This design comes from an exercise in tuning for small area on the open sky130 flow, not from production work. Power is estimated from default activity; no workload was simulated.

==> flow/design.v <==
module reg_file_sb #(
  parameter int unsigned XLEN   = 32,
  parameter int unsigned NREGS  = 32,
  parameter int unsigned AW     = 5,
  parameter bit          BYPASS = 1'b1
) (
  input  logic            clk,
  input  logic            reset,
  input  logic [AW-1:0]   rs1_addr,
  input  logic [AW-1:0]   rs2_addr,
  output logic [XLEN-1:0] rs1_data,
  output logic [XLEN-1:0] rs2_data,
  output logic            rs1_busy,
  output logic            rs2_busy,
  input  logic            wb_en,
  input  logic [AW-1:0]   wb_addr,
  input  logic [XLEN-1:0] wb_data,
  input  logic            iss_en,
  input  logic [AW-1:0]   iss_addr,
  input  logic            flush,
  output logic            any_busy
);
  logic [NREGS-1:0][XLEN-1:0] regs_s;     
  logic [NREGS-1:0][XLEN-1:0] regs_d;
  logic [NREGS-1:0]           nbusy_q;    
  logic [NREGS-1:0]           nbusy_d;
  logic                       phase_q;
  logic                       nclr_q;
  always_ff @(posedge clk) begin
    for (int i = 1; i < NREGS; i++) regs_s[i] <= regs_d[i];
    nbusy_q <= nbusy_d | {{(NREGS-1){1'b0}}, 1'b1};
  end
  always_ff @(posedge clk or posedge reset) begin
    if (reset) begin
      phase_q <= 1'b1;
      nclr_q  <= 1'b0;
    end else begin
      phase_q <= !phase_q;
      nclr_q  <= 1'b1;
    end
  end
  localparam int unsigned NLO = 4;
  localparam int unsigned NHI = NREGS / NLO;
  logic [NLO-1:0] w_lo, i_lo, r1_lo, r2_lo;
  logic [NHI-1:0] w_hi, i_hi, r1_hi, r2_hi;
  logic byp1, byp2, nz1, nz2, rd_ok;
  rf_dec #(.W(2)) u_wlo  (.en(wb_en),  .a(wb_addr[1:0]),   .y(w_lo));
  rf_dec_ne #(.W(3)) u_whi (.a(wb_addr[4:2]),   .y(w_hi));
  rf_dec #(.W(2)) u_ilo  (.en(iss_en), .a(iss_addr[1:0]),  .y(i_lo));
  rf_dec_ne #(.W(3)) u_ihi (.a(iss_addr[4:2]),  .y(i_hi));
  rf_dec #(.W(2)) u_r1lo (.en(rd_ok),  .a(rs1_addr[1:0]),  .y(r1_lo));
  rf_dec_ne #(.W(3)) u_r1hi (.a(rs1_addr[4:2]),  .y(r1_hi));
  rf_dec #(.W(2)) u_r2lo (.en(rd_ok),  .a(rs2_addr[1:0]),  .y(r2_lo));
  rf_dec_ne #(.W(3)) u_r2hi (.a(rs2_addr[4:2]),  .y(r2_hi));
  logic [XLEN-1:0]  col_c;
  localparam int unsigned NH = 2;
  localparam int unsigned HW = XLEN / NH;
  logic [NH-1:0][NREGS-1:0] row_a, row_b;
  logic [NREGS-1:0] idec_n, bx_n;
  logic             flush_n;
  assign flush_n = !flush;
  for (genvar j = 0; j < XLEN; j++) begin : g_col
    rf_xor2 u_c (.a(wb_data[j]), .b(phase_q), .y(col_c[j]));
  end
  for (genvar i = 1; i < NREGS; i++) begin : g_row
    for (genvar h = 0; h < NH; h++) begin : g_h
      rf_nand2 u_b (.a(w_lo[i % NLO]), .b(w_hi[i / NLO]), .y(row_b[h][i]));
      rf_nand2 u_a (.a(row_b[h][i]), .b(nclr_q), .y(row_a[h][i]));
    end
    for (genvar j = 0; j < XLEN; j++) begin : g_bit
      rf_oai22 u_wr (.a1(regs_s[i][j]), .a2(row_a[j / HW][i]), .b1(col_c[j]),
                     .b2(row_b[j / HW][i]), .y(regs_d[i][j]));
    end
    rf_nand2 u_i  (.a(i_lo[i % NLO]), .b(i_hi[i / NLO]), .y(idec_n[i]));
    rf_o21ai u_bx (.a1(nbusy_q[i]), .a2(row_a[0][i]), .b1(idec_n[i]), .y(bx_n[i]));
    rf_nand2 u_bn (.a(flush_n), .b(bx_n[i]), .y(nbusy_d[i]));
  end
  assign regs_d[0]  = '0;
  for (genvar h = 0; h < NH; h++) begin : g_h0
    assign row_a[h][0] = 1'b0;
    assign row_b[h][0] = 1'b1;
  end
  assign idec_n[0]  = 1'b1;
  assign bx_n[0]    = 1'b1;
  assign nbusy_d[0] = 1'b1;
  logic iw_eq;    
  rf_match u_iw (.en(iss_en), .a(iss_addr), .b(wb_addr), .y(iw_eq));
  rf_bypass u_byp1 (.wb_en(wb_en), .reset(reset), .wb_addr(wb_addr), .rs_addr(rs1_addr),
                    .byp(byp1), .nz(nz1));
  rf_bypass u_byp2 (.wb_en(wb_en), .reset(reset), .wb_addr(wb_addr), .rs_addr(rs2_addr),
                    .byp(byp2), .nz(nz2));
  assign rd_ok = !reset && nclr_q;
  logic [NH-1:0][NREGS-1:0] s1_n, s2_n;
  for (genvar h = 0; h < NH; h++) begin : g_selh
    rf_inv u_b1 (.a(byp1), .y(s1_n[h][0]));
    rf_inv u_b2 (.a(byp2), .y(s2_n[h][0]));
    for (genvar i = 1; i < NREGS; i++) begin : g_sel
      rf_nand3 u_s1 (.a(r1_lo[i % NLO]), .b(r1_hi[i / NLO]), .c(row_b[h][i]), .y(s1_n[h][i]));
      rf_nand3 u_s2 (.a(r2_lo[i % NLO]), .b(r2_hi[i / NLO]), .c(row_b[h][i]), .y(s2_n[h][i]));
    end
  end
  logic k1, k2;
  assign k1 = !phase_q && (byp1 || (nz1 && rd_ok));
  assign k2 = !phase_q && (byp2 || (nz2 && rd_ok));
  for (genvar j = 0; j < XLEN; j++) begin : g_rd
    logic [NREGS-1:0] col;
    assign col[0] = col_c[j];
    for (genvar i = 1; i < NREGS; i++) begin : g_t
      assign col[i] = regs_s[i][j];
    end
    rf_rd_bit #(.N(NREGS)) u_rd1 (.t(col), .s_n(s1_n[j / HW]), .y(rs1_data[j]), .k(k1));
    rf_rd_bit #(.N(NREGS)) u_rd2 (.t(col), .s_n(s2_n[j / HW]), .y(rs2_data[j]), .k(k2));
  end
  logic [NREGS-1:0] bcol;
  assign bcol[0] = !iw_eq;
  assign bcol[NREGS-1:1] = nbusy_q[NREGS-1:1];
  rf_rd_sel #(.N(NREGS)) u_b1 (.t(bcol), .s_n(s1_n[NH-1]), .y(rs1_busy));
  rf_rd_sel #(.N(NREGS)) u_b2 (.t(bcol), .s_n(s2_n[NH-1]), .y(rs2_busy));
  rf_any_busy #(.N(NREGS - 1)) u_any (.nbusy(nbusy_q[NREGS-1:1]), .rd_ok(rd_ok), .y(any_busy));
endmodule
module rf_oai22 (
  input  logic a1,
  input  logic a2,
  input  logic b1,
  input  logic b2,
  output logic y
);
  assign y = !((a1 | a2) & (b1 | b2));
endmodule
module rf_o21ai (
  input  logic a1,
  input  logic a2,
  input  logic b1,
  output logic y
);
  assign y = !((a1 | a2) & b1);
endmodule
module rf_inv (
  input  logic a,
  output logic y
);
  assign y = !a;
endmodule
module rf_nand2 (
  input  logic a,
  input  logic b,
  output logic y
);
  assign y = !(a & b);
endmodule
module rf_nand3 (
  input  logic a,
  input  logic b,
  input  logic c,
  output logic y
);
  assign y = !(a & b & c);
endmodule
module rf_xor2 (
  input  logic a,
  input  logic b,
  output logic y
);
  assign y = a ^ b;
endmodule
module rf_or_reduce #(parameter int unsigned W = 16) (
  input  logic [W-1:0] a,
  output logic         y
);
  assign y = |a;
endmodule
module rf_dec #(parameter int unsigned W = 2) (
  input  logic             en,
  input  logic [W-1:0]     a,
  output logic [2**W-1:0]  y
);
  always_comb begin
    for (int i = 0; i < 2**W; i++) y[i] = en && (a == W'(i));
  end
endmodule
module rf_dec_ne #(parameter int unsigned W = 3) (
  input  logic [W-1:0]     a,
  output logic [2**W-1:0]  y
);
  always_comb begin
    for (int i = 0; i < 2**W; i++) y[i] = (a == W'(i));
  end
endmodule
module rf_match #(parameter int unsigned W = 5) (
  input  logic         en,
  input  logic [W-1:0] a,
  input  logic [W-1:0] b,
  output logic         y
);
  assign y = en && (a == b);
endmodule
module rf_bypass #(parameter int unsigned W = 5) (
  input  logic         wb_en,
  input  logic         reset,
  input  logic [W-1:0] wb_addr,
  input  logic [W-1:0] rs_addr,
  output logic         byp,
  output logic         nz
);
  assign nz  = |rs_addr;
  assign byp = wb_en && !reset && nz && (wb_addr == rs_addr);
endmodule
module rf_any_busy #(parameter int unsigned N = 31) (
  input  logic [N-1:0] nbusy,
  input  logic         rd_ok,
  output logic         y
);
  assign y = rd_ok && !(&nbusy);
endmodule
module rf_rd_sel #(parameter int unsigned N = 32) (
  input  logic [N-1:0] t,
  input  logic [N-1:0] s_n,
  output logic         y
);
  logic [N/2-1:0] pair;
  for (genvar p = 0; p < N/2; p++) begin : g_pair
    rf_oai22 u_pair (.a1(t[2*p]), .a2(s_n[2*p]), .b1(t[2*p+1]), .b2(s_n[2*p+1]), .y(pair[p]));
  end
  rf_or_reduce #(.W(N/2)) u_or (.a(pair), .y(y));
endmodule
module rf_rd_bit #(parameter int unsigned N = 32) (
  input  logic [N-1:0] t,
  input  logic [N-1:0] s_n,
  input  logic         k,
  output logic         y
);
  logic raw;
  rf_rd_sel #(.N(N)) u_sel (.t(t), .s_n(s_n), .y(raw));
  rf_xor2 u_fix (.a(raw), .b(k), .y(y));
endmodule
Settings: LEC_CHECK=0, CAP_MARGIN=20, CORE_MARGIN=2, CORE_UTILIZATION=55, PLACE_DENSITY=0.7, SLEW_MARGIN=20, SYNTH_HIERARCHICAL=1; clock period 8.0 ns.
standard.sh (not shown) runs the stock make flow with config.mk's settings and CLKGATE_MAP_FILE= SYNTH_SCRIPT=/design/flow/synth_recipe.tcl, a recipe that flattens the netlist after the stock synthesis.
==> flow/flow/run.sh <==
#!/bin/bash
# Layout flow: the standard ORFS flow (standard.sh), unchanged synthesis, with two
# settings changed:
#  - port buffers use sky130_fd_sc_hd__buf_2 instead of the resizer's default choice;
#  - clock tree synthesis does not insert dummy loads.
# Every tool's output goes to flow_make.log in the work folder (ORFS also keeps its own
# per-step logs under orfs/logs/).
set -euo pipefail
bash standard.sh \
  "BUFFER_PORTS_ARGS=-buffer_cell sky130_fd_sc_hd__buf_2" \
  "CTS_ARGS=-sink_clustering_enable -repair_clock_nets -dont_use_dummy_load -sink_clustering_size 16 -sink_clustering_max_diameter 50 -buf_list sky130_fd_sc_hd__clkbuf_8" \
  finish > flow_make.log 2>&1
Rerun with:
--- a/flow/design.v
+++ b/flow/design.v
@@ -54,8 +54,5 @@
   rf_dec_ne #(.W(3)) u_r2hi (.a(rs2_addr[4:2]),  .y(r2_hi));
   logic [XLEN-1:0]  col_c;
-  localparam int unsigned NH = 2;
-  localparam int unsigned HW = XLEN / NH;
-  logic [NH-1:0][NREGS-1:0] row_a, row_b;
-  logic [NREGS-1:0] idec_n, bx_n;
+  logic [NREGS-1:0] row_a, row_b, idec_n, bx_n;
   logic             flush_n;
   assign flush_n = !flush;
@@ -64,21 +61,17 @@
   end
   for (genvar i = 1; i < NREGS; i++) begin : g_row
-    for (genvar h = 0; h < NH; h++) begin : g_h
-      rf_nand2 u_b (.a(w_lo[i % NLO]), .b(w_hi[i / NLO]), .y(row_b[h][i]));
-      rf_nand2 u_a (.a(row_b[h][i]), .b(nclr_q), .y(row_a[h][i]));
-    end
+    rf_nand2 u_b (.a(w_lo[i % NLO]), .b(w_hi[i / NLO]), .y(row_b[i]));
+    rf_nand2 u_a (.a(row_b[i]), .b(nclr_q), .y(row_a[i]));
     for (genvar j = 0; j < XLEN; j++) begin : g_bit
-      rf_oai22 u_wr (.a1(regs_s[i][j]), .a2(row_a[j / HW][i]), .b1(col_c[j]),
-                     .b2(row_b[j / HW][i]), .y(regs_d[i][j]));
+      rf_oai22 u_wr (.a1(regs_s[i][j]), .a2(row_a[i]), .b1(col_c[j]), .b2(row_b[i]),
+                     .y(regs_d[i][j]));
     end
     rf_nand2 u_i  (.a(i_lo[i % NLO]), .b(i_hi[i / NLO]), .y(idec_n[i]));
-    rf_o21ai u_bx (.a1(nbusy_q[i]), .a2(row_a[0][i]), .b1(idec_n[i]), .y(bx_n[i]));
+    rf_o21ai u_bx (.a1(nbusy_q[i]), .a2(row_a[i]), .b1(idec_n[i]), .y(bx_n[i]));
     rf_nand2 u_bn (.a(flush_n), .b(bx_n[i]), .y(nbusy_d[i]));
   end
   assign regs_d[0]  = '0;
-  for (genvar h = 0; h < NH; h++) begin : g_h0
-    assign row_a[h][0] = 1'b0;
-    assign row_b[h][0] = 1'b1;
-  end
+  assign row_a[0]   = 1'b0;
+  assign row_b[0]   = 1'b1;
   assign idec_n[0]  = 1'b1;
   assign bx_n[0]    = 1'b1;
@@ -91,12 +84,10 @@
                     .byp(byp2), .nz(nz2));
   assign rd_ok = !reset && nclr_q;
-  logic [NH-1:0][NREGS-1:0] s1_n, s2_n;
-  for (genvar h = 0; h < NH; h++) begin : g_selh
-    rf_inv u_b1 (.a(byp1), .y(s1_n[h][0]));
-    rf_inv u_b2 (.a(byp2), .y(s2_n[h][0]));
-    for (genvar i = 1; i < NREGS; i++) begin : g_sel
-      rf_nand3 u_s1 (.a(r1_lo[i % NLO]), .b(r1_hi[i / NLO]), .c(row_b[h][i]), .y(s1_n[h][i]));
-      rf_nand3 u_s2 (.a(r2_lo[i % NLO]), .b(r2_hi[i / NLO]), .c(row_b[h][i]), .y(s2_n[h][i]));
-    end
+  logic [NREGS-1:0] s1_n, s2_n;
+  assign s1_n[0] = !byp1;
+  assign s2_n[0] = !byp2;
+  for (genvar i = 1; i < NREGS; i++) begin : g_sel
+    rf_nand3 u_s1 (.a(r1_lo[i % NLO]), .b(r1_hi[i / NLO]), .c(row_b[i]), .y(s1_n[i]));
+    rf_nand3 u_s2 (.a(r2_lo[i % NLO]), .b(r2_hi[i / NLO]), .c(row_b[i]), .y(s2_n[i]));
   end
   logic k1, k2;
@@ -109,12 +100,12 @@
       assign col[i] = regs_s[i][j];
     end
-    rf_rd_bit #(.N(NREGS)) u_rd1 (.t(col), .s_n(s1_n[j / HW]), .y(rs1_data[j]), .k(k1));
-    rf_rd_bit #(.N(NREGS)) u_rd2 (.t(col), .s_n(s2_n[j / HW]), .y(rs2_data[j]), .k(k2));
+    rf_rd_bit #(.N(NREGS)) u_rd1 (.t(col), .s_n(s1_n), .y(rs1_data[j]), .k(k1));
+    rf_rd_bit #(.N(NREGS)) u_rd2 (.t(col), .s_n(s2_n), .y(rs2_data[j]), .k(k2));
   end
   logic [NREGS-1:0] bcol;
   assign bcol[0] = !iw_eq;
   assign bcol[NREGS-1:1] = nbusy_q[NREGS-1:1];
-  rf_rd_sel #(.N(NREGS)) u_b1 (.t(bcol), .s_n(s1_n[NH-1]), .y(rs1_busy));
-  rf_rd_sel #(.N(NREGS)) u_b2 (.t(bcol), .s_n(s2_n[NH-1]), .y(rs2_busy));
+  rf_rd_sel #(.N(NREGS)) u_b1 (.t(bcol), .s_n(s1_n), .y(rs1_busy));
+  rf_rd_sel #(.N(NREGS)) u_b2 (.t(bcol), .s_n(s2_n), .y(rs2_busy));
   rf_any_busy #(.N(NREGS - 1)) u_any (.nbusy(nbusy_q[NREGS-1:1]), .rd_ok(rd_ok), .y(any_busy));
 endmodule
@@ -135,10 +126,4 @@
 );
   assign y = !((a1 | a2) & b1);
-endmodule
-module rf_inv (
-  input  logic a,
-  output logic y
-);
-  assign y = !a;
 endmodule
 module rf_nand2 (
After rerunning:
- setup slack is worse by 0.31 ns
- wire length climbs by 1.0%
- via count came out lower by 0.75%
- power decreases by 0.67%
- fmax shrinks by 4.1%
- cell area goes down by 0.90%
No run of this note included a check of the RTL's function; only the layout flow was run.

re-timing with driven ports:
The results above use ideal ports. As a check the final layouts listed here were re-extracted and re-timed, cells and wires unchanged.
Step 1 sets driving cells, clkbuf_16 on the clock port and buf_2 on the other inputs (assumed; they add their load-dependent delay and slew).
Step 2 also shifts input and output timing later by t, the mid clock arrival at the registers, as if the neighbouring blocks saw the same clock.
a / b / c = no drivers / after step 1 / after step 2; a / b = the first two.
run | t (ns) | setup slack, ns | clock arrival spread, ns | pins driven straight from the clock port
the first run | 0.804 | 0.635 / 0.532 / 0.532 | 0.103 / 0.102 | 1
the second run | 0.799 | 0.320 / 0.261 / 0.261 | 0.093 / 0.092 | 1
After both steps every run listed still meets setup and hold. For the first run, which loses most, drivers alone change the setup slack by -0.103 ns; drivers and shift together by -0.103 ns.
